What follows belongs to an exercise in optimizing a design on an open flow for a short achievable clock period; a production flow would make more cautious choices.
At most, simulation tests tie the RTL to the original design; equivalence was not proved.
For runs 2 and 3, only the layout was checked, not whether the RTL still works.
The clock port is modelled as an ideal driver; clocking choices that lean on that would not hold on a real chip.
Power figures rest on the tool's default switching activity, not on a simulated workload.

==> flow/design.v (outline; a module is shown in full before it is edited, if it fits) <==
// module frame_config_regs: 991 lines
// module pixel_ingest: 337 lines
// module block_stats: 178 lines
// module square8: 66 lines
// module square8_inc: 66 lines
// module noise_estimator: 91 lines
// module noise_top: 76 lines
module noise_top (
	input logic clk,
	input logic reset,
	input logic reg_wr_en,
	input video_pkg::reg_addr_t reg_addr,
	input video_pkg::dim_t reg_wdata,
	input video_pkg::reg_addr_t reg_rd_addr,
	output video_pkg::dim_t reg_rdata,
	input video_pkg::pixel_t s_axis_tdata,
	input logic s_axis_tvalid,
	input logic s_axis_tuser,
	output logic s_axis_tready,
	output noise_pkg::variance_t estimated_noise,
	output logic estimated_noise_ready
);
  // ...
==> flow/flow/run.sh <==
#!/bin/bash
# Layout flow: the standard layout (standard.sh) with one change, the
# adder cell mapping of ORFS synthesis turned off (ADDER_MAP_FILE empty), so
# that the carry-save trees are built by abc from plain gates instead of the
# library's full adder cells. Everything else, synthesis script included, is
# the standard flow's.
set -euo pipefail
sed -e 's/CLKGATE_MAP_FILE= /CLKGATE_MAP_FILE= ADDER_MAP_FILE= /' standard.sh > flow_standard.sh
grep -q 'ADDER_MAP_FILE= ' flow_standard.sh
# make's output goes to make.log; the per-step tool logs stay under orfs/logs
bash flow_standard.sh finish > make.log 2>&1
test -f out/final.def
==> flow/standard.sh <==
#!/bin/bash
# synth_recipe.tcl (not shown) runs the flow's synth.tcl, then flattens the netlist and writes it again
# the make line also repeats each setting of config.mk as NAME=value (left out here)
make -C /OpenROAD-flow-scripts/flow DESIGN_CONFIG=/design/flow/config.mk WORK_HOME=/design/flow/orfs CLKGATE_MAP_FILE= SYNTH_SCRIPT=/design/flow/synth_recipe.tcl "${@:-finish}"
==> flow/config.mk <==
export PLATFORM = sky130hd
export DESIGN_NAME = noise_top
export DESIGN_NICKNAME = noise_top
export VERILOG_FILES = /design/flow/design.v
export SDC_FILE = /design/flow/constraint.sdc
export NUM_CORES = 4
export LEC_CHECK = 0
export CAP_MARGIN = 20
export CORE_MARGIN = 2
export CORE_UTILIZATION = 40
export SETUP_SLACK_MARGIN = 3.8
export SLEW_MARGIN = 20
export TNS_END_PERCENT = 100
==> flow/constraint.sdc <==
create_clock -name core_clock -period 7.0 [get_ports {clk}]
set_input_delay 1.4000 -clock core_clock [delete_from_list [all_inputs] [get_ports {clk}]]
set_output_delay 1.4000 -clock core_clock [all_outputs]
set_load 0.01 [all_outputs]
==> flow_summary.ini, run 1 <==
[run_status]
outcome = finished clean

[synth]
synth_top_family_by_area = XOR/XNOR gates
synthSimpleGateAreaFrac_pct = 18.8
synth_top_area_cell = dfxtp_1
synth_ff_type = dfxtp_1
ys_ff_latch = 469
synth-warning-count = 4
synth_cell_type_count = 95

[detailed_routing]
post_drt_wl_per_cell_um = 15.6
drt_iter0_drc = 1540
routed_wl_um = 81000
wl_met2_um = 37600
met3_length_um = 3580

[worst_setup_path]
crit_fanout = 6
r2r-start = u_stats.mean_sq[2]
worstSetupEndpoint = u_estimator.estimate[13]
slowest_stage = xnor3_2
reg2reg_slack_ps = 3470
worstSetupStartpointType = flop

[clock_tree]
cts_setup_buffers = 86
cts_made_buffers = 54
cts.sinks = 469
cts_buffer_depth = 3
postCtsResizedCells = 449
postCtsHoldBufs = 0

[finish]
buffer_area_share_pct = 6.74
clk_share_pct = 4.85
regMostFlops = u_estimator.blk_count_next
post-route-util_pct = 48.9
multi_input_cells = 3216
biggestRegsByFlops = u_estimator.blk_count_next x32, u_regs.area_row0 x30, u_regs.area_row1 x29
seq_share_pct = 25.3
layout_commonest_cell = nand2_1

[placed_design]
place_congestion = 0.830
dp_slack_ps = 1980
hpwl_um = 53900

[global_routing]
grtUsageMet3_pct = 2.27
grt_usage_pct = 18.9
grtUsageMet1_pct = 25.9

[power_and_ir_drop]
power_switching_share_pct = 30.8
powerComb_mw = 2.08

[worst_hold_path]
hold_start = u_stats.first_d2
hold_depth = 0

[sta]
tightest_slew_ps = 972
==> run 2: changes to the inputs <==
--- a/flow/design.v
+++ b/flow/design.v
@@ -38,25 +38,35 @@
 	input video_pkg::reg_addr_t reg_addr,
 	input video_pkg::dim_t reg_wdata,
 	input video_pkg::reg_addr_t reg_rd_addr,
 	output video_pkg::dim_t reg_rdata,
 	output video_pkg::block_count_t blocks
 );
 	video_pkg::dim_t width_reg;
 	video_pkg::dim_t height_reg;
+	video_pkg::dim_t width_n;
+	video_pkg::dim_t height_n;
 	logic [31:0] area_reg;
 	always_ff @(posedge clk) begin
 		if (reset) begin
 			width_reg <= '0;
 			height_reg <= '0;
+			width_n <= '1;
+			height_n <= '1;
 		end else if (reg_wr_en) begin
 			case (reg_addr)
-				video_pkg::reg_addr_width: width_reg <= reg_wdata;
-				video_pkg::reg_addr_height: height_reg <= reg_wdata;
+				video_pkg::reg_addr_width: begin
+					width_reg <= reg_wdata;
+					width_n <= ~reg_wdata;
+				end
+				video_pkg::reg_addr_height: begin
+					height_reg <= reg_wdata;
+					height_n <= ~reg_wdata;
+				end
 				default: width_reg <= width_reg;
 			endcase
 		end
 	end
 	logic [31:0] area_row0, area_row1, area_row2, area_row3, area_row4, area_row5;
 	logic [31:0] area_sum, area_carry;
 	logic m_1;
 	logic m_2;
@@ -1015,17 +1025,17 @@
 	assign n_253 = n_188 ^ n_189 ^ n_125;
 	assign n_254 = (n_188 & n_189) | (n_188 & n_125) | (n_189 & n_125);
 	always_ff @(posedge clk) begin
 		area_sum <= {n_252, n_250, n_248, n_246, n_244, n_242, n_240, n_238, n_236, n_234, n_232, n_230, n_228, n_226, n_224, n_222, n_220, n_218, n_216, n_214, n_212, n_210, n_208, n_206, n_204, n_202, n_200, n_198, n_196, n_194, n_192, n_191};
 		area_carry <= {n_253, n_251, n_249, n_247, n_245, n_243, n_241, n_239, n_237, n_235, n_233, n_231, n_229, n_227, n_225, n_223, n_221, n_219, n_217, n_215, n_213, n_211, n_209, n_207, n_205, n_203, n_201, n_199, n_197, n_195, n_193, area_row5[0]};
 		area_reg <= area_sum + area_carry;
 	end
 	assign blocks = video_pkg::block_count_t'(area_reg >> video_pkg::block_shift);
-	assign reg_rdata = (reg_rd_addr == video_pkg::reg_addr_width) ? width_reg : height_reg;
+	assign reg_rdata = ~((reg_rd_addr == video_pkg::reg_addr_width) ? width_n : height_n);
 endmodule
 `timescale 1ns/1ns
 module pixel_ingest (
 	input logic clk,
 	input logic reset,
 	input video_pkg::pixel_t s_axis_tdata,
 	input logic s_axis_tvalid,
 	input logic s_axis_tuser,
==> flow/flow/run.sh (replaced) <==
#!/bin/bash
# Layout flow: the standard layout (standard.sh, unchanged synthesis and
# steps) with one ECO hooked in after clock tree synthesis through ORFS's
# POST_CTS_TCL: flow/post_cts.tcl gives each load of the reg_rd_addr port a
# buffer of its own straight off the port and sizes the reg_rdata output
# buffers, the only input-to-output path of the design.
set -euo pipefail
here=$(pwd)
sed -e "s|CLKGATE_MAP_FILE= |CLKGATE_MAP_FILE= POST_CTS_TCL=$here/flow/post_cts.tcl |" standard.sh > flow_standard.sh
grep -q 'POST_CTS_TCL=' flow_standard.sh
# make and every ORFS step: make.log here, each step's own log under orfs/logs
bash flow_standard.sh finish > make.log 2>&1
test -f out/final.def
==> flow/flow/post_cts.tcl (new file) <==
# ECO after CTS: every load of the reg_rd_addr port gets a buffer of its own
# straight off the port, and each reg_rdata port's output buffer is sized up.
proc eco_log {msg} { puts "ECO: $msg" }
set block [ord::get_db_block]
set db [ord::get_db]
set bufm [$db findMaster sky130_fd_sc_hd__buf_4]

proc is_buffer {inst} {
  set m [[$inst getMaster] getName]
  return [regexp {^sky130_fd_sc_hd__(buf|clkbuf)_[0-9]+$} $m]
}
proc out_iterm {inst} {
  foreach it [$inst getITerms] {
    if {[$it isOutputSignal]} { return $it }
  }
  return ""
}
# leaf (non-buffer) input pins reached from net through buffers
proc leaf_loads {net bufs_var} {
  upvar $bufs_var bufs
  set leaves {}
  foreach it [$net getITerms] {
    if {![$it isInputSignal]} { continue }
    set inst [$it getInst]
    if {[is_buffer $inst]} {
      lappend bufs $inst
      set o [out_iterm $inst]
      set onet [$o getNet]
      if {$onet ne "NULL" && $onet ne ""} {
        set leaves [concat $leaves [leaf_loads $onet bufs]]
      }
    } else {
      lappend leaves $it
    }
  }
  return $leaves
}

set bt [$block findBTerm "reg_rd_addr\[0\]"]
if {$bt eq "NULL"} { set bt [$block findBTerm "reg_rd_addr"] }
set pnet [$bt getNet]
set bufs {}
set leaves [leaf_loads $pnet bufs]
eco_log "reg_rd_addr: [llength $leaves] loads behind [llength $bufs] buffers"
set n 0
foreach it $leaves {
  set inst [$it getInst]
  set loc [$inst getLocation]
  set nb [odb::dbInst_create $block $bufm "eco_rdaddr_buf_$n"]
  set nn [odb::dbNet_create $block "eco_rdaddr_net_$n"]
  $it disconnect
  $it connect $nn
  [$nb findITerm X] connect $nn
  [$nb findITerm A] connect $pnet
  $nb setLocation [lindex $loc 0] [lindex $loc 1]
  $nb setPlacementStatus PLACED
  incr n
}
# remove the old buffers, now without loads
foreach b $bufs {
  set o [out_iterm $b]
  set onet [$o getNet]
  foreach it [$b getITerms] { if {[$it getNet] ne "NULL"} { $it disconnect } }
  odb::dbInst_destroy $b
  if {$onet ne "NULL" && [llength [$onet getITerms]] == 0 && [llength [$onet getBTerms]] == 0} {
    odb::dbNet_destroy $onet
  }
}
eco_log "inserted $n buffers, removed [llength $bufs]"

# output buffers of reg_rdata: one size that drives the port load quickly
set outm [$db findMaster sky130_fd_sc_hd__buf_6]
set k 0
foreach bt [$block getBTerms] {
  if {![string match "reg_rdata*" [$bt getName]]} { continue }
  set net [$bt getNet]
  foreach it [$net getITerms] {
    if {[$it isOutputSignal]} {
      set inst [$it getInst]
      if {[is_buffer $inst] && [[$inst getMaster] getName] ne "sky130_fd_sc_hd__buf_6"} {
        $inst swapMaster $outm
        incr k
      }
    }
  }
}
eco_log "resized $k reg_rdata output buffers"
==> run 2 against run 1 <==
  * Still clean
  * First-iteration DRC count down 29%
  * Cell count down 12%
  * Clock skew down 1.3 ps
  * Die area down 2.0%
  * Maximum frequency up 5.9%
==> flow_summary.ini, run 2 <==
[worst_setup_path]
critPathMaxStageDelay_ps = 400
path_cells = buf_16, nand2b_4, or2_4, o22ai_2, a221oi_2, nand2_1, o21ai_1, a221o_1, ha_4, inv_2, or3_1, a311o_1, o2bb2ai_2
slowest_stage = a221o_1
crit_arrival_ps = 3890
end_kind = flop
crit_required_ps = 7560
worstSetupPathType = input pin to flop
worstSetupStartpointType = input pin
crit_fanout = 7

[global_routing]
grt_max_degree = 50
grt_overflow = 0
grt_pass1_wl_um = 116000
grt_pass1_vias = 22542
antenna_found_initial = 0
grt_usage_pct = 17.8

[sta]
finalHoldViolCount = 0
setup_viol = 0
setup_slack_ps = 3670
relSlewSlack_pct = 35.3
max_freq_ghz = 0.300
period_minus_slack_ps = 3330
drv_slew = 0
rsz0062_at_grt = yes
hold_ws_ps = 331
setup_tns_ps = 0
fin_skew_ps = 45.5
post-route-period-util_pct = 47.6
tightest_slew_ps = 967

[floorplan]
fp.dieArea_um2 = 79800
die_y_um = 282
ios = 89
coreArea_um2 = 77100
rows = 102
start_util_pct = 40.2
die_width_um = 282

[synth]
synth_edf_count = 16
synth_area_leaders = dfxtp_1, fa_1, ha_1
postSynthAreaPerCell_um2 = 9.04
ys_async_sr_fraction_pct = 0
synth_ff_type = dfxtp_1
synth_top_area_cell = dfxtp_1
yosysMostFrequentCell = dfxtp_1
synth_area_um2 = 31000
synth_common_cells = dfxtp_1, inv_1, nand2_1, fa_1, ha_1
synth_top_area_share_pct = 31.3
syn-num-nets = 3955
synth_cell_type_count = 92
ys_ff_latch = 501
synth_cells = 3429
synth-warning-count = 4
ys_seq_area_share_pct = 32.9

[job]
cap_violations = 0

[finish]
drive_gt1_share_pct = 12.5
instances_no_fill = 4595
biggestRegsByFlops = u_estimator.blk_count_next x32, u_regs.area_row0 x30, u_regs.area_row1 x29
regMostFlops = u_estimator.blk_count_next
final_cell_mix = dfxtp_1, nand2_1, inv_1
area_growth_pct = 17.7
final_area_um2 = 36500
largest_reg_flops = 32
layout_commonest_cell = dfxtp_1
post-route-util_pct = 47.4
antennaDiodeCount = 0
fin_nets = 4036

[placed_design]
place_area_um2 = 32900
dpl.cell_count = 4413
place_congestion = 0.804
hpwl_um = 49900
dp_slack_ps = 1780
io_buffer_count = 80

[run_status]
outcome = finished clean

[worst_hold_path]
hp-class = flop to flop

[detailed_routing]
dr.pass1.iters = 5
vias = 22878
drc_errors = 0
ant_nets = 0
routed_wl_um = 70500
post_drt_wl_per_cell_um = 15.4
drt_iter0_drc = 1096
vias_per_cell = 4.98

[clock_tree]
clock_latency_ps = 640
cts.sinks = 501
path_clk_slew_ps = 60
cts_tree = yes

[power_and_ir_drop]
power_leakage_nw = 16.1
powerDensity_nw_per_um2 = 229
power_mw = 8.36
peakVddDrop_v = 0.000194
## run 2: changes by cell type after synthesis, sizes merged, moves of 155 or more
cell,before,now
maj3,187,2
ha,0,226
xnor2,514,91
fa,0,245
inv,88,420
a21oi,316,161
## run 2: where the power goes
part	internal, mW	switching [mW]
sequential	3.06	0.151
combinational	0.957	1.14
clock	1.79	1.26
total	5.81	2.55
## run 2: path summary, 6_finish.rpt
kind / startpoint / end / slack [ps] / depth (start not counted)
setup / recovery: s_axis_tdata[4] / u_ingest.pixel[0] / 3670 / 13
hold / removal: u_stats.first_d2 / u_stats.first_d3 / 330 / 0
setup reg to reg: u_stats.blk_sum[13] / u_stats.mean_sq[13] / 3790 / 14
hold reg to reg: u_stats.first_d2 / u_stats.first_d3 / 330 / 0
## run 2: routing by layer
layer	part of all wire (%)	GRT usage, %	vias to the layer above	routed length, µm
li1	-	-	11472	-
met1	48	24.2	10937	33600
met2	47	29.8	373	33000
met3	3.8	2.54	96	2650
met4	1.8	4.23	0	1290
met5	0	0	-	0
## run 2: cells by family after synthesis
kind of cell	share of synthesized area, %
mux	1.93
xor+xnor	4.55
flops	32.9
fa+ha+maj	25.0
simple gates	16.8
buf+inv	7.00
compound gates	11.9
## run 2: layout make-up, clock buffers not listed
type | count | area, µm²
fillers | 7313 | 40600
repair buffers | 150 | 1440
clock inverters | 31 | 368
plain buffers | 16 | 233
well taps | 1040 | 1300
inverters | 422 | 1600
multi-input cells | 2363 | 19700
flip-flops and latches | 501 | 10300
## run 2: worst max-delay path, delay by kind of cell
| family | cells | cell delay, ps |
|---|---|---|
| AO/OA/AOI/OAI | 6 | 1180 |
| AND/OR/NAND/NOR | 4 | 870 |
| adder cells (fa/ha/maj) | 1 | 300 |
| buffers and inverters | 2 | 140 |
==> module square8, before the edit <==
module square8 (
	input logic [7:0] x,
	output logic [15:0] y
);
	logic t_1;
	logic t_2;
	logic t_3;
	logic t_4;
	logic t_5;
	logic t_6;
	logic t_7;
	logic t_8;
	logic t_9;
	logic t_10;
	logic t_11;
	logic t_12;
	logic t_13;
	logic t_14;
	logic t_15;
	logic t_16;
	logic t_17;
	logic t_18;
	logic t_19;
	logic t_20;
	logic t_21;
	logic t_22;
	logic t_23;
	logic t_24;
	logic t_25;
	logic t_26;
	logic t_27;
	logic t_28;
	logic t_29;
	logic t_30;
	assign t_1 = (x[0] & x[7]) ^ (x[1] & x[6]);
	assign t_2 = (x[0] & x[7]) & (x[1] & x[6]);
	assign t_3 = (x[0] & x[5]) ^ (x[1] & x[4]);
	assign t_4 = (x[0] & x[5]) & (x[1] & x[4]);
	assign t_5 = (x[0] & x[6]) ^ (x[1] & x[5]);
	assign t_6 = (x[0] & x[6]) & (x[1] & x[5]);
	assign t_7 = t_1 ^ (x[2] & x[5]) ^ (x[3] & x[4]);
	assign t_8 = (t_1 & (x[2] & x[5])) | (t_1 & (x[3] & x[4])) | ((x[2] & x[5]) & (x[3] & x[4]));
	assign t_9 = t_2 ^ (x[1] & x[7]) ^ (x[2] & x[6]);
	assign t_10 = (t_2 & (x[1] & x[7])) | (t_2 & (x[2] & x[6])) | ((x[1] & x[7]) & (x[2] & x[6]));
	assign t_11 = (x[2] & x[7]) ^ (x[3] & x[6]) ^ (x[4] & x[5]);
	assign t_12 = ((x[2] & x[7]) & (x[3] & x[6])) | ((x[2] & x[7]) & (x[4] & x[5])) | ((x[3] & x[6]) & (x[4] & x[5]));
	assign t_13 = (x[0] & x[3]) ^ (x[1] & x[2]);
	assign t_14 = (x[0] & x[3]) & (x[1] & x[2]);
	assign t_15 = (x[0] & x[4]) ^ (x[1] & x[3]);
	assign t_16 = (x[0] & x[4]) & (x[1] & x[3]);
	assign t_17 = t_3 ^ (x[2] & x[3]) ^ x[3];
	assign t_18 = (t_3 & (x[2] & x[3])) | (t_3 & x[3]) | ((x[2] & x[3]) & x[3]);
	assign t_19 = t_4 ^ t_5 ^ (x[2] & x[4]);
	assign t_20 = (t_4 & t_5) | (t_4 & (x[2] & x[4])) | (t_5 & (x[2] & x[4]));
	assign t_21 = t_6 ^ t_7 ^ x[4];
	assign t_22 = (t_6 & t_7) | (t_6 & x[4]) | (t_7 & x[4]);
	assign t_23 = t_8 ^ t_9 ^ (x[3] & x[5]);
	assign t_24 = (t_8 & t_9) | (t_8 & (x[3] & x[5])) | (t_9 & (x[3] & x[5]));
	assign t_25 = t_10 ^ t_11 ^ x[5];
	assign t_26 = (t_10 & t_11) | (t_10 & x[5]) | (t_11 & x[5]);
	assign t_27 = t_12 ^ (x[3] & x[7]) ^ (x[4] & x[6]);
	assign t_28 = (t_12 & (x[3] & x[7])) | (t_12 & (x[4] & x[6])) | ((x[3] & x[7]) & (x[4] & x[6]));
	assign t_29 = (x[4] & x[7]) ^ (x[5] & x[6]) ^ x[6];
	assign t_30 = ((x[4] & x[7]) & (x[5] & x[6])) | ((x[4] & x[7]) & x[6]) | ((x[5] & x[6]) & x[6]);
	assign y = {1'b0, (x[6] & x[7]), t_30, t_28, t_26, t_24, t_22, t_20, t_18, t_16, t_14, t_13, (x[0] & x[2]), (x[0] & x[1]), 1'b0, x[0]} + {1'b0, x[7], (x[5] & x[7]), t_29, t_27, t_25, t_23, t_21, t_19, t_17, t_15, x[2], 1'b0, x[1], 1'b0, 1'b0};
endmodule
==> module square8_inc, before the edit <==
module square8_inc (
	input logic [7:0] x,
	output logic [15:0] y
);
	logic t_1;
	logic t_2;
	logic t_3;
	logic t_4;
	logic t_5;
	logic t_6;
	logic t_7;
	logic t_8;
	logic t_9;
	logic t_10;
	logic t_11;
	logic t_12;
	logic t_13;
	logic t_14;
	logic t_15;
	logic t_16;
	logic t_17;
	logic t_18;
	logic t_19;
	logic t_20;
	logic t_21;
	logic t_22;
	logic t_23;
	logic t_24;
	logic t_25;
	logic t_26;
	logic t_27;
	logic t_28;
	logic t_29;
	logic t_30;
	assign t_1 = (x[0] & x[7]) ^ (x[1] & x[6]);
	assign t_2 = (x[0] & x[7]) & (x[1] & x[6]);
	assign t_3 = (x[0] & x[5]) ^ (x[1] & x[4]);
	assign t_4 = (x[0] & x[5]) & (x[1] & x[4]);
	assign t_5 = (x[0] & x[6]) ^ (x[1] & x[5]);
	assign t_6 = (x[0] & x[6]) & (x[1] & x[5]);
	assign t_7 = t_1 ^ (x[2] & x[5]) ^ (x[3] & x[4]);
	assign t_8 = (t_1 & (x[2] & x[5])) | (t_1 & (x[3] & x[4])) | ((x[2] & x[5]) & (x[3] & x[4]));
	assign t_9 = t_2 ^ (x[1] & x[7]) ^ (x[2] & x[6]);
	assign t_10 = (t_2 & (x[1] & x[7])) | (t_2 & (x[2] & x[6])) | ((x[1] & x[7]) & (x[2] & x[6]));
	assign t_11 = (x[2] & x[7]) ^ (x[3] & x[6]) ^ (x[4] & x[5]);
	assign t_12 = ((x[2] & x[7]) & (x[3] & x[6])) | ((x[2] & x[7]) & (x[4] & x[5])) | ((x[3] & x[6]) & (x[4] & x[5]));
	assign t_13 = (x[0] & x[3]) ^ (x[1] & x[2]);
	assign t_14 = (x[0] & x[3]) & (x[1] & x[2]);
	assign t_15 = (x[0] & x[4]) ^ (x[1] & x[3]);
	assign t_16 = (x[0] & x[4]) & (x[1] & x[3]);
	assign t_17 = t_3 ^ (x[2] & x[3]) ^ x[3];
	assign t_18 = (t_3 & (x[2] & x[3])) | (t_3 & x[3]) | ((x[2] & x[3]) & x[3]);
	assign t_19 = t_4 ^ t_5 ^ (x[2] & x[4]);
	assign t_20 = (t_4 & t_5) | (t_4 & (x[2] & x[4])) | (t_5 & (x[2] & x[4]));
	assign t_21 = t_6 ^ t_7 ^ x[4];
	assign t_22 = (t_6 & t_7) | (t_6 & x[4]) | (t_7 & x[4]);
	assign t_23 = t_8 ^ t_9 ^ (x[3] & x[5]);
	assign t_24 = (t_8 & t_9) | (t_8 & (x[3] & x[5])) | (t_9 & (x[3] & x[5]));
	assign t_25 = t_10 ^ t_11 ^ x[5];
	assign t_26 = (t_10 & t_11) | (t_10 & x[5]) | (t_11 & x[5]);
	assign t_27 = t_12 ^ (x[3] & x[7]) ^ (x[4] & x[6]);
	assign t_28 = (t_12 & (x[3] & x[7])) | (t_12 & (x[4] & x[6])) | ((x[3] & x[7]) & (x[4] & x[6]));
	assign t_29 = (x[4] & x[7]) ^ (x[5] & x[6]) ^ x[6];
	assign t_30 = ((x[4] & x[7]) & (x[5] & x[6])) | ((x[4] & x[7]) & x[6]) | ((x[5] & x[6]) & x[6]);
	assign y = {1'b0, (x[6] & x[7]), t_30, t_28, t_26, t_24, t_22, t_20, t_18, t_16, t_14, t_13, (x[0] & x[2]), (x[0] & x[1]), 1'b0, x[0]} + {1'b0, x[7], (x[5] & x[7]), t_29, t_27, t_25, t_23, t_21, t_19, t_17, t_15, x[2], 1'b0, x[1], 1'b0, 1'b1};
endmodule
==> module noise_estimator, before the edit <==
module noise_estimator (
	input logic clk,
	input logic reset,
	input video_pkg::block_count_t blocks,
	input logic frame_start,
	input logic frame_start_next,
	input logic result_valid,
	input noise_pkg::sum_sq_t part_sum_sq,
	input logic [15:0] last_sq,
	input logic [15:0] mean_sq,
	input logic [23:0] part_sum_sq_min,
	output noise_pkg::variance_t block_min,
	output noise_pkg::variance_t estimated_noise,
	output logic estimated_noise_ready
);
	noise_pkg::estimator_state_t state;
	video_pkg::block_count_t blk_count_next;
	logic last_block;
	noise_pkg::variance_t variance;
	logic [23:0] below_diff;
	logic take_result;
	logic frame_done;
	noise_pkg::variance_t min_var;
	noise_pkg::variance_t min_new;
	noise_pkg::variance_t estimate;
	logic [21:0] v_x, v_y, v_z, v_s, v_c, v_r;
	assign v_x = part_sum_sq;
	assign v_y = 22'(last_sq);
	assign v_z = ~{mean_sq, 6'd0};
	assign v_s = v_x ^ v_y ^ v_z;
	assign v_c = (v_x & v_y) | (v_x & v_z) | (v_y & v_z);
	assign v_r = v_s + {v_c[20:0], 1'b1};
	assign variance = v_r[21:6];
	logic [23:0] d_x, d_y, d_z, d_s, d_c;
	assign d_x = part_sum_sq_min;
	assign d_y = 24'(last_sq);
	assign d_z = ~{2'd0, mean_sq, 6'd0};
	assign d_s = d_x ^ d_y ^ d_z;
	assign d_c = (d_x & d_y) | (d_x & d_z) | (d_y & d_z);
	assign below_diff = d_s + {d_c[22:0], 1'b1};
	assign take_result = (state == noise_pkg::collect) && result_valid && !frame_start;
	assign frame_done = take_result && last_block;
	always_ff @(posedge clk) begin
		if (reset) begin
			state <= noise_pkg::idle;
			blk_count_next <= video_pkg::block_count_t'(1);
		end else begin
			case (state)
				noise_pkg::idle: begin
					if (frame_start) begin
						state <= noise_pkg::collect;
						blk_count_next <= video_pkg::block_count_t'(1);
					end
				end
				noise_pkg::collect: begin
					if (frame_start) begin
						blk_count_next <= video_pkg::block_count_t'(1);
					end else if (take_result) begin
						blk_count_next <= blk_count_next + video_pkg::block_count_t'(1);
						if (frame_done)
							state <= noise_pkg::report;
					end
				end
				noise_pkg::report: begin
					if (frame_start) begin
						state <= noise_pkg::collect;
						blk_count_next <= video_pkg::block_count_t'(1);
					end else begin
						state <= noise_pkg::idle;
					end
				end
				default: state <= noise_pkg::idle;
			endcase
		end
	end
	always_ff @(posedge clk) begin
		last_block <= (blk_count_next == blocks);
	end
	assign min_new = below_diff[23] ? variance : min_var;
	always_ff @(posedge clk) begin
		if (frame_start_next)
			min_var <= '1;
		else if (take_result)
			min_var <= min_new;
		if (frame_done)
			estimate <= min_new;
	end
	assign block_min = min_var;
	assign estimated_noise = estimate;
	assign estimated_noise_ready = (state == noise_pkg::report);
endmodule
==> run 3: changes to the inputs <==
--- a/flow/design.v
+++ b/flow/design.v
@@ -1581,39 +1581,35 @@
 	logic t_26;
 	logic t_27;
 	logic t_28;
-	logic t_29;
-	logic t_30;
-	assign t_1 = (x[0] & x[7]) ^ (x[1] & x[6]);
-	assign t_2 = (x[0] & x[7]) & (x[1] & x[6]);
-	assign t_3 = (x[0] & x[5]) ^ (x[1] & x[4]);
-	assign t_4 = (x[0] & x[5]) & (x[1] & x[4]);
-	assign t_5 = (x[0] & x[6]) ^ (x[1] & x[5]);
-	assign t_6 = (x[0] & x[6]) & (x[1] & x[5]);
-	assign t_7 = t_1 ^ (x[2] & x[5]) ^ (x[3] & x[4]);
-	assign t_8 = (t_1 & (x[2] & x[5])) | (t_1 & (x[3] & x[4])) | ((x[2] & x[5]) & (x[3] & x[4]));
-	assign t_9 = t_2 ^ (x[1] & x[7]) ^ (x[2] & x[6]);
-	assign t_10 = (t_2 & (x[1] & x[7])) | (t_2 & (x[2] & x[6])) | ((x[1] & x[7]) & (x[2] & x[6]));
-	assign t_11 = (x[2] & x[7]) ^ (x[3] & x[6]) ^ (x[4] & x[5]);
-	assign t_12 = ((x[2] & x[7]) & (x[3] & x[6])) | ((x[2] & x[7]) & (x[4] & x[5])) | ((x[3] & x[6]) & (x[4] & x[5]));
-	assign t_13 = (x[0] & x[3]) ^ (x[1] & x[2]);
-	assign t_14 = (x[0] & x[3]) & (x[1] & x[2]);
-	assign t_15 = (x[0] & x[4]) ^ (x[1] & x[3]);
-	assign t_16 = (x[0] & x[4]) & (x[1] & x[3]);
-	assign t_17 = t_3 ^ (x[2] & x[3]) ^ x[3];
-	assign t_18 = (t_3 & (x[2] & x[3])) | (t_3 & x[3]) | ((x[2] & x[3]) & x[3]);
-	assign t_19 = t_4 ^ t_5 ^ (x[2] & x[4]);
-	assign t_20 = (t_4 & t_5) | (t_4 & (x[2] & x[4])) | (t_5 & (x[2] & x[4]));
-	assign t_21 = t_6 ^ t_7 ^ x[4];
-	assign t_22 = (t_6 & t_7) | (t_6 & x[4]) | (t_7 & x[4]);
-	assign t_23 = t_8 ^ t_9 ^ (x[3] & x[5]);
-	assign t_24 = (t_8 & t_9) | (t_8 & (x[3] & x[5])) | (t_9 & (x[3] & x[5]));
-	assign t_25 = t_10 ^ t_11 ^ x[5];
-	assign t_26 = (t_10 & t_11) | (t_10 & x[5]) | (t_11 & x[5]);
-	assign t_27 = t_12 ^ (x[3] & x[7]) ^ (x[4] & x[6]);
-	assign t_28 = (t_12 & (x[3] & x[7])) | (t_12 & (x[4] & x[6])) | ((x[3] & x[7]) & (x[4] & x[6]));
-	assign t_29 = (x[4] & x[7]) ^ (x[5] & x[6]) ^ x[6];
-	assign t_30 = ((x[4] & x[7]) & (x[5] & x[6])) | ((x[4] & x[7]) & x[6]) | ((x[5] & x[6]) & x[6]);
-	assign y = {1'b0, (x[6] & x[7]), t_30, t_28, t_26, t_24, t_22, t_20, t_18, t_16, t_14, t_13, (x[0] & x[2]), (x[0] & x[1]), 1'b0, x[0]} + {1'b0, x[7], (x[5] & x[7]), t_29, t_27, t_25, t_23, t_21, t_19, t_17, t_15, x[2], 1'b0, x[1], 1'b0, 1'b0};
+	assign t_1 = (x[0] & x[6]) ^ (x[1] & x[5]);
+	assign t_2 = (x[0] & x[6]) & (x[1] & x[5]);
+	assign t_3 = (x[0] & x[7]) ^ (x[1] & x[6]) ^ (x[2] & x[5]);
+	assign t_4 = ((x[0] & x[7]) & (x[1] & x[6])) | ((x[0] & x[7]) & (x[2] & x[5])) | ((x[1] & x[6]) & (x[2] & x[5]));
+	assign t_5 = (x[1] & x[7]) ^ (x[2] & x[6]) ^ (x[3] & x[5]);
+	assign t_6 = ((x[1] & x[7]) & (x[2] & x[6])) | ((x[1] & x[7]) & (x[3] & x[5])) | ((x[2] & x[6]) & (x[3] & x[5]));
+	assign t_7 = (x[2] & x[7]) ^ (x[3] & x[6]);
+	assign t_8 = (x[2] & x[7]) & (x[3] & x[6]);
+	assign t_9 = (x[3] & x[7]) ^ (x[4] & x[6]);
+	assign t_10 = (x[3] & x[7]) & (x[4] & x[6]);
+	assign t_11 = (x[0] & x[4]) ^ (x[1] & x[3]);
+	assign t_12 = (x[0] & x[4]) & (x[1] & x[3]);
+	assign t_13 = (x[0] & x[5]) ^ (x[1] & x[4]) ^ (x[3] & ~x[2]);
+	assign t_14 = ((x[0] & x[5]) & (x[1] & x[4])) | ((x[0] & x[5]) & (x[3] & ~x[2])) | ((x[1] & x[4]) & (x[3] & ~x[2]));
+	assign t_15 = t_1 ^ (x[2] & x[4]) ^ (x[2] & x[3]);
+	assign t_16 = (t_1 & (x[2] & x[4])) | (t_1 & (x[2] & x[3])) | ((x[2] & x[4]) & (x[2] & x[3]));
+	assign t_17 = t_2 ^ t_3 ^ (x[4] & ~x[3]);
+	assign t_18 = (t_2 & t_3) | (t_2 & (x[4] & ~x[3])) | (t_3 & (x[4] & ~x[3]));
+	assign t_19 = t_4 ^ t_5 ^ (x[3] & x[4]);
+	assign t_20 = (t_4 & t_5) | (t_4 & (x[3] & x[4])) | (t_5 & (x[3] & x[4]));
+	assign t_21 = t_6 ^ t_7 ^ (x[5] & ~x[4]);
+	assign t_22 = (t_6 & t_7) | (t_6 & (x[5] & ~x[4])) | (t_7 & (x[5] & ~x[4]));
+	assign t_23 = t_8 ^ t_9 ^ (x[4] & x[5]);
+	assign t_24 = (t_8 & t_9) | (t_8 & (x[4] & x[5])) | (t_9 & (x[4] & x[5]));
+	assign t_25 = t_10 ^ (x[4] & x[7]) ^ (x[6] & ~x[5]);
+	assign t_26 = (t_10 & (x[4] & x[7])) | (t_10 & (x[6] & ~x[5])) | ((x[4] & x[7]) & (x[6] & ~x[5]));
+	assign t_27 = (x[5] & x[7]) ^ (x[5] & x[6]);
+	assign t_28 = (x[5] & x[7]) & (x[5] & x[6]);
+	assign y = {(x[6] & x[7]), t_28, t_26, t_24, t_22, t_20, t_18, t_16, t_14, t_12, t_11, (x[0] & x[3]), (x[0] & x[2]), (x[1] & ~x[0]), 1'b0, x[0]} + {1'b0, (x[7] & ~x[6]), t_27, t_25, t_23, t_21, t_19, t_17, t_15, t_13, (x[1] & x[2]), (x[2] & ~x[1]), (x[0] & x[1]), 1'b0, 1'b0, 1'b0};
 endmodule
 module square8_inc (
 	input logic [7:0] x,
@@ -1647,39 +1643,35 @@
 	logic t_26;
 	logic t_27;
 	logic t_28;
-	logic t_29;
-	logic t_30;
-	assign t_1 = (x[0] & x[7]) ^ (x[1] & x[6]);
-	assign t_2 = (x[0] & x[7]) & (x[1] & x[6]);
-	assign t_3 = (x[0] & x[5]) ^ (x[1] & x[4]);
-	assign t_4 = (x[0] & x[5]) & (x[1] & x[4]);
-	assign t_5 = (x[0] & x[6]) ^ (x[1] & x[5]);
-	assign t_6 = (x[0] & x[6]) & (x[1] & x[5]);
-	assign t_7 = t_1 ^ (x[2] & x[5]) ^ (x[3] & x[4]);
-	assign t_8 = (t_1 & (x[2] & x[5])) | (t_1 & (x[3] & x[4])) | ((x[2] & x[5]) & (x[3] & x[4]));
-	assign t_9 = t_2 ^ (x[1] & x[7]) ^ (x[2] & x[6]);
-	assign t_10 = (t_2 & (x[1] & x[7])) | (t_2 & (x[2] & x[6])) | ((x[1] & x[7]) & (x[2] & x[6]));
-	assign t_11 = (x[2] & x[7]) ^ (x[3] & x[6]) ^ (x[4] & x[5]);
-	assign t_12 = ((x[2] & x[7]) & (x[3] & x[6])) | ((x[2] & x[7]) & (x[4] & x[5])) | ((x[3] & x[6]) & (x[4] & x[5]));
-	assign t_13 = (x[0] & x[3]) ^ (x[1] & x[2]);
-	assign t_14 = (x[0] & x[3]) & (x[1] & x[2]);
-	assign t_15 = (x[0] & x[4]) ^ (x[1] & x[3]);
-	assign t_16 = (x[0] & x[4]) & (x[1] & x[3]);
-	assign t_17 = t_3 ^ (x[2] & x[3]) ^ x[3];
-	assign t_18 = (t_3 & (x[2] & x[3])) | (t_3 & x[3]) | ((x[2] & x[3]) & x[3]);
-	assign t_19 = t_4 ^ t_5 ^ (x[2] & x[4]);
-	assign t_20 = (t_4 & t_5) | (t_4 & (x[2] & x[4])) | (t_5 & (x[2] & x[4]));
-	assign t_21 = t_6 ^ t_7 ^ x[4];
-	assign t_22 = (t_6 & t_7) | (t_6 & x[4]) | (t_7 & x[4]);
-	assign t_23 = t_8 ^ t_9 ^ (x[3] & x[5]);
-	assign t_24 = (t_8 & t_9) | (t_8 & (x[3] & x[5])) | (t_9 & (x[3] & x[5]));
-	assign t_25 = t_10 ^ t_11 ^ x[5];
-	assign t_26 = (t_10 & t_11) | (t_10 & x[5]) | (t_11 & x[5]);
-	assign t_27 = t_12 ^ (x[3] & x[7]) ^ (x[4] & x[6]);
-	assign t_28 = (t_12 & (x[3] & x[7])) | (t_12 & (x[4] & x[6])) | ((x[3] & x[7]) & (x[4] & x[6]));
-	assign t_29 = (x[4] & x[7]) ^ (x[5] & x[6]) ^ x[6];
-	assign t_30 = ((x[4] & x[7]) & (x[5] & x[6])) | ((x[4] & x[7]) & x[6]) | ((x[5] & x[6]) & x[6]);
-	assign y = {1'b0, (x[6] & x[7]), t_30, t_28, t_26, t_24, t_22, t_20, t_18, t_16, t_14, t_13, (x[0] & x[2]), (x[0] & x[1]), 1'b0, x[0]} + {1'b0, x[7], (x[5] & x[7]), t_29, t_27, t_25, t_23, t_21, t_19, t_17, t_15, x[2], 1'b0, x[1], 1'b0, 1'b1};
+	assign t_1 = (x[0] & x[6]) ^ (x[1] & x[5]);
+	assign t_2 = (x[0] & x[6]) & (x[1] & x[5]);
+	assign t_3 = (x[0] & x[7]) ^ (x[1] & x[6]) ^ (x[2] & x[5]);
+	assign t_4 = ((x[0] & x[7]) & (x[1] & x[6])) | ((x[0] & x[7]) & (x[2] & x[5])) | ((x[1] & x[6]) & (x[2] & x[5]));
+	assign t_5 = (x[1] & x[7]) ^ (x[2] & x[6]) ^ (x[3] & x[5]);
+	assign t_6 = ((x[1] & x[7]) & (x[2] & x[6])) | ((x[1] & x[7]) & (x[3] & x[5])) | ((x[2] & x[6]) & (x[3] & x[5]));
+	assign t_7 = (x[2] & x[7]) ^ (x[3] & x[6]);
+	assign t_8 = (x[2] & x[7]) & (x[3] & x[6]);
+	assign t_9 = (x[3] & x[7]) ^ (x[4] & x[6]);
+	assign t_10 = (x[3] & x[7]) & (x[4] & x[6]);
+	assign t_11 = (x[0] & x[4]) ^ (x[1] & x[3]);
+	assign t_12 = (x[0] & x[4]) & (x[1] & x[3]);
+	assign t_13 = (x[0] & x[5]) ^ (x[1] & x[4]) ^ (x[3] & ~x[2]);
+	assign t_14 = ((x[0] & x[5]) & (x[1] & x[4])) | ((x[0] & x[5]) & (x[3] & ~x[2])) | ((x[1] & x[4]) & (x[3] & ~x[2]));
+	assign t_15 = t_1 ^ (x[2] & x[4]) ^ (x[2] & x[3]);
+	assign t_16 = (t_1 & (x[2] & x[4])) | (t_1 & (x[2] & x[3])) | ((x[2] & x[4]) & (x[2] & x[3]));
+	assign t_17 = t_2 ^ t_3 ^ (x[4] & ~x[3]);
+	assign t_18 = (t_2 & t_3) | (t_2 & (x[4] & ~x[3])) | (t_3 & (x[4] & ~x[3]));
+	assign t_19 = t_4 ^ t_5 ^ (x[3] & x[4]);
+	assign t_20 = (t_4 & t_5) | (t_4 & (x[3] & x[4])) | (t_5 & (x[3] & x[4]));
+	assign t_21 = t_6 ^ t_7 ^ (x[5] & ~x[4]);
+	assign t_22 = (t_6 & t_7) | (t_6 & (x[5] & ~x[4])) | (t_7 & (x[5] & ~x[4]));
+	assign t_23 = t_8 ^ t_9 ^ (x[4] & x[5]);
+	assign t_24 = (t_8 & t_9) | (t_8 & (x[4] & x[5])) | (t_9 & (x[4] & x[5]));
+	assign t_25 = t_10 ^ (x[4] & x[7]) ^ (x[6] & ~x[5]);
+	assign t_26 = (t_10 & (x[4] & x[7])) | (t_10 & (x[6] & ~x[5])) | ((x[4] & x[7]) & (x[6] & ~x[5]));
+	assign t_27 = (x[5] & x[7]) ^ (x[5] & x[6]);
+	assign t_28 = (x[5] & x[7]) & (x[5] & x[6]);
+	assign y = {(x[6] & x[7]), t_28, t_26, t_24, t_22, t_20, t_18, t_16, t_14, t_12, t_11, (x[0] & x[3]), (x[0] & x[2]), (x[1] & ~x[0]), 1'b0, x[0]} + {1'b0, (x[7] & ~x[6]), t_27, t_25, t_23, t_21, t_19, t_17, t_15, t_13, (x[1] & x[2]), (x[2] & ~x[1]), (x[0] & x[1]), 1'b0, 1'b0, 1'b1};
 endmodule
 `timescale 1ns/1ns
 module noise_estimator (
@@ -1766,8 +1758,9 @@
 			min_var <= '1;
 		else if (take_result)
 			min_var <= min_new;
-		if (frame_done)
-			estimate <= min_new;
+	end
+	always_ff @(posedge clk) begin
+		estimate <= min_new;
 	end
 	assign block_min = min_var;
 	assign estimated_noise = estimate;
==> flow/run.sh (new file) <==
#!/bin/bash
# synth_recipe.tcl (not shown) runs the flow's synth.tcl, then flattens the netlist and writes it again
# the make line also repeats each setting of config.mk as NAME=value (left out here)
make -C /OpenROAD-flow-scripts/flow DESIGN_CONFIG=/design/flow/config.mk WORK_HOME=/design/flow/orfs CLKGATE_MAP_FILE= SYNTH_SCRIPT=/design/flow/synth_recipe.tcl finish
removed: flow/flow/run.sh
removed: flow/flow/post_cts.tcl
removed: flow/standard.sh
==> run 3 against run 2 <==
  * Via count shrank 4.2%
  * Critical path type is now input pin to primary output
  * Critical path depth shrank 8
  * Critical endpoint is now reg_rdata[3]
  * Synthesized cell count shrank 2.2%
  * First-iteration DRC count shrank 5.8%
==> flow_summary.ini, run 3 <==
[clock_tree]
cts_tree = yes
cts_buffer_depth = 3
cts_made_buffers = 57
path_clk_slew_ps = 60
clock_latency_ps = 650
postCtsHoldBufs = 0
htree_levels = 2
cts_root_buffer = clkbuf_16
cts.sinks = 501

[finish]
largest_reg_flops = 32
biggestRegsByFlops = u_estimator.blk_count_next x32, u_regs.area_row0 x30, u_regs.area_row1 x29
final_area_um2 = 35400
layout_commonest_cell = dfxtp_1
area_growth_pct = 15.3
fill_cells = 7327
regMostFlops = u_estimator.blk_count_next
final_cell_mix = dfxtp_1, inv_1, nand2_1
drive_gt1_share_pct = 10.7
fin_nets = 3944

[synth]
yosysMostFrequentCell = dfxtp_1
synth_cell_type_count = 99
synth-warning-count = 4
synth_edf_count = 0
synth_cells = 3354
synth_area_leaders = dfxtp_1, fa_1, ha_1
synth_common_cells = dfxtp_1, inv_1, nand2_1, fa_1, ha_1
ys_async_sr_fraction_pct = 0
ys_ff_latch = 501
syn-num-nets = 3882
synth_area_um2 = 30700
synth_ff_type = dfxtp_1
postSynthAreaPerCell_um2 = 9.16
ys_seq_area_share_pct = 32.7
synth_top_area_share_pct = 32.7
synth_top_area_cell = dfxtp_1

[power_and_ir_drop]
powerDensity_nw_per_um2 = 230
seq_power_share_pct = 39.6
peakVddDrop_v = 0.000216
internal-power_mw = 5.74
clockPowerShare_pct = 37.1
power_leakage_nw = 16.1
p_switching_mw = 2.41
power_switching_share_pct = 29.6
power_frac_comb_pct = 23.3

[global_routing]
grt_pass1_vias = 22330
grt_pass1_wl_um = 113000
grt_max_degree = 42
antenna_found_initial = 2
grt_overflow = 0
grt_usage_pct = 17.4

[floorplan]
ios = 89
fp.dieArea_um2 = 79000
coreArea_um2 = 75900
die_width_um = 281
rows = 101
start_util_pct = 40.4
die_y_um = 281

[sta]
max_freq_ghz = 0.289
period_minus_slack_ps = 3460
tightest_slew_ps = 926
finalHoldViolCount = 0
drv_slew = 0
relSlewSlack_pct = 38.2
post-route-period-util_pct = 49.5
setup_viol = 0
rsz0062_at_grt = yes
setup_tns_ps = 0
fin_skew_ps = 75.1

[detailed_routing]
post_drt_wl_per_cell_um = 14.8
vias_per_cell = 4.87
dr.pass1.iters = 7
vias = 21908
ant_nets = 0
routed_wl_um = 66600
drc_errors = 0
drt_iter0_drc = 1032

[worst_setup_path]
worstSetupPathType = input pin to primary output
end_kind = primary output
crit_arrival_ps = 2060
crit_fanout = 5
worstSetupStartpointType = input pin
crit_required_ps = 5600

[placed_design]
hpwl_um = 48200
io_buffer_count = 80
place_area_um2 = 32600
place_congestion = 0.828

[run_status]
outcome = finished clean

[job]
cap_violations = 0

[worst_hold_path]
hp-class = flop to flop
## run 3: worst paths after layout
| check | slack (ps) | endpoint | cells past startpoint | from |
|---|---|---|---|---|
| worst min register to register | 330 | u_stats.first_d3 | 0 | u_stats.first_d2 |
| worst max register to register | 3810 | u_estimator.estimate[12] | 13 | u_stats.last_sq[15] |
| worst min-delay path | 330 | u_stats.first_d3 | 0 | u_stats.first_d2 |
| worst max-delay path | 3540 | reg_rdata[3] | 5 | reg_rd_addr[0] |
## run 3: stage by stage
stage / setup slack [ps] / utilization [%] / hold WS, ps / instances / total power [mW]
after global routing: 3510 / 46.7 / 335 / 4493 / 8.64
final: 3540 / 46.7 / 325 / 4494 / 8.15
after floorplan: 3560 / - / 310 / 3354 / 4.52
after global placement: 2330 / 42.9 / 312 / 4342 / 5.02
after detailed placement: 2290 / 42.9 / 312 / 4342 / 5.04
after CTS: 3510 / 46.1 / 326 / 4480 / 8.16
## run 3: what timing repair did
item                       in CTS  in global routing
pin swaps                      24                 36
setup buffers                  30                 13
resized for setup             208                133
setup endpoints to repair      80                 66
gates cloned                    2                  0
## run 3: cells by family (layout without fill, tap and decap cells)
family                   Yosys count  after routing  share of synthesized area (%)
adder cells (fa/ha/maj)          475            475                           25.4
buffers and inverters            572            680                           7.14
AND/OR/NAND/NOR                 1035           1036                           16.2
AO/OA/AOI/OAI                    544            544                           11.7
multiplexers                      60             60                           2.06
XOR/XNOR                         167            167                           4.76
flip-flops                       501            501                           32.7
other                              0              1                              0
## run 3: area by class of cell
| type | instances | area (µm²) | area share [%] |
|---|---|---|---|
| Antenna cell | 1 | 2.50 | 0.00706 |
| Clock buffer | 83 | 1660 | 4.70 |
| Clock inverter | 23 | 289 | 0.816 |
| Inverter | 441 | 1670 | 4.72 |
| Multi-Input combinational cell | 2282 | 19200 | 54.2 |
| Sequential cell | 501 | 10100 | 28.4 |
| Tap cell | 1030 | 1290 | 3.64 |
| Timing Repair Buffer | 133 | 1260 | 3.56 |
## run 3: power by group through the flow
stage | Combinational (mW) | Clock, mW | Sequential, mW
after floorplan | 1.29 | 0 | 3.24
after global placement | 1.73 | 0 | 3.28
after detailed placement | 1.76 | 0 | 3.29
after CTS | 1.83 | 3.11 | 3.23
after global routing | 2.16 | 3.23 | 3.25
final | 1.90 | 3.02 | 3.23
## run 3: per-layer routing
metal	vias up	global-route usage, %	routed length [µm]
li1	11062	-	-
met1	10457	23.7	32100
met2	305	29.1	30900
met3	82	2.47	2420
met4	2	4.06	1170
met5	-	0	12
## run 3: worst max-delay path, cell delays in order
cell and delay, ps:
buf_16 120, buf_12 120, buf_6 110, mux2i_4 180, buf_6 120

## port drivers added, routing unchanged
The results above use ideal ports. As a check the final layouts listed here were re-extracted and re-timed, cells and wires unchanged. Step 1 (the two cells are an assumption about what drives the block):
set clk [get_ports {clk}]
set_driving_cell -lib_cell sky130_fd_sc_hd__clkbuf_16 $clk
set_driving_cell -lib_cell sky130_fd_sc_hd__buf_2 [delete_from_list [all_inputs] $clk]
Step 2 also shifts input and output timing later by t, the mid clock arrival at the registers, as if the neighbouring blocks saw the same clock. Slacks: no drivers / after step 1 / after step 2; pairs: no drivers / after step 1.
run | shift t [ns] | setup WS [ns] | worst register clock-pin slew, ns | worst slew at a driven data input, ns
run 1 | 0.663 | 3.473 / 3.241 / 3.230 | 0.07 / 0.07 | 0.35
run 2 | 0.675 | 3.669 / 3.184 / 2.940 | 0.07 / 0.07 | 0.69
run 3 | 0.676 | 3.537 / 3.454 / 3.273 | 0.07 / 0.07 | 0.11
After both steps every run listed still meets setup and hold. The setup slack of run 2, which loses most, moves by -0.485 ns with the drivers and by -0.729 ns with both steps.
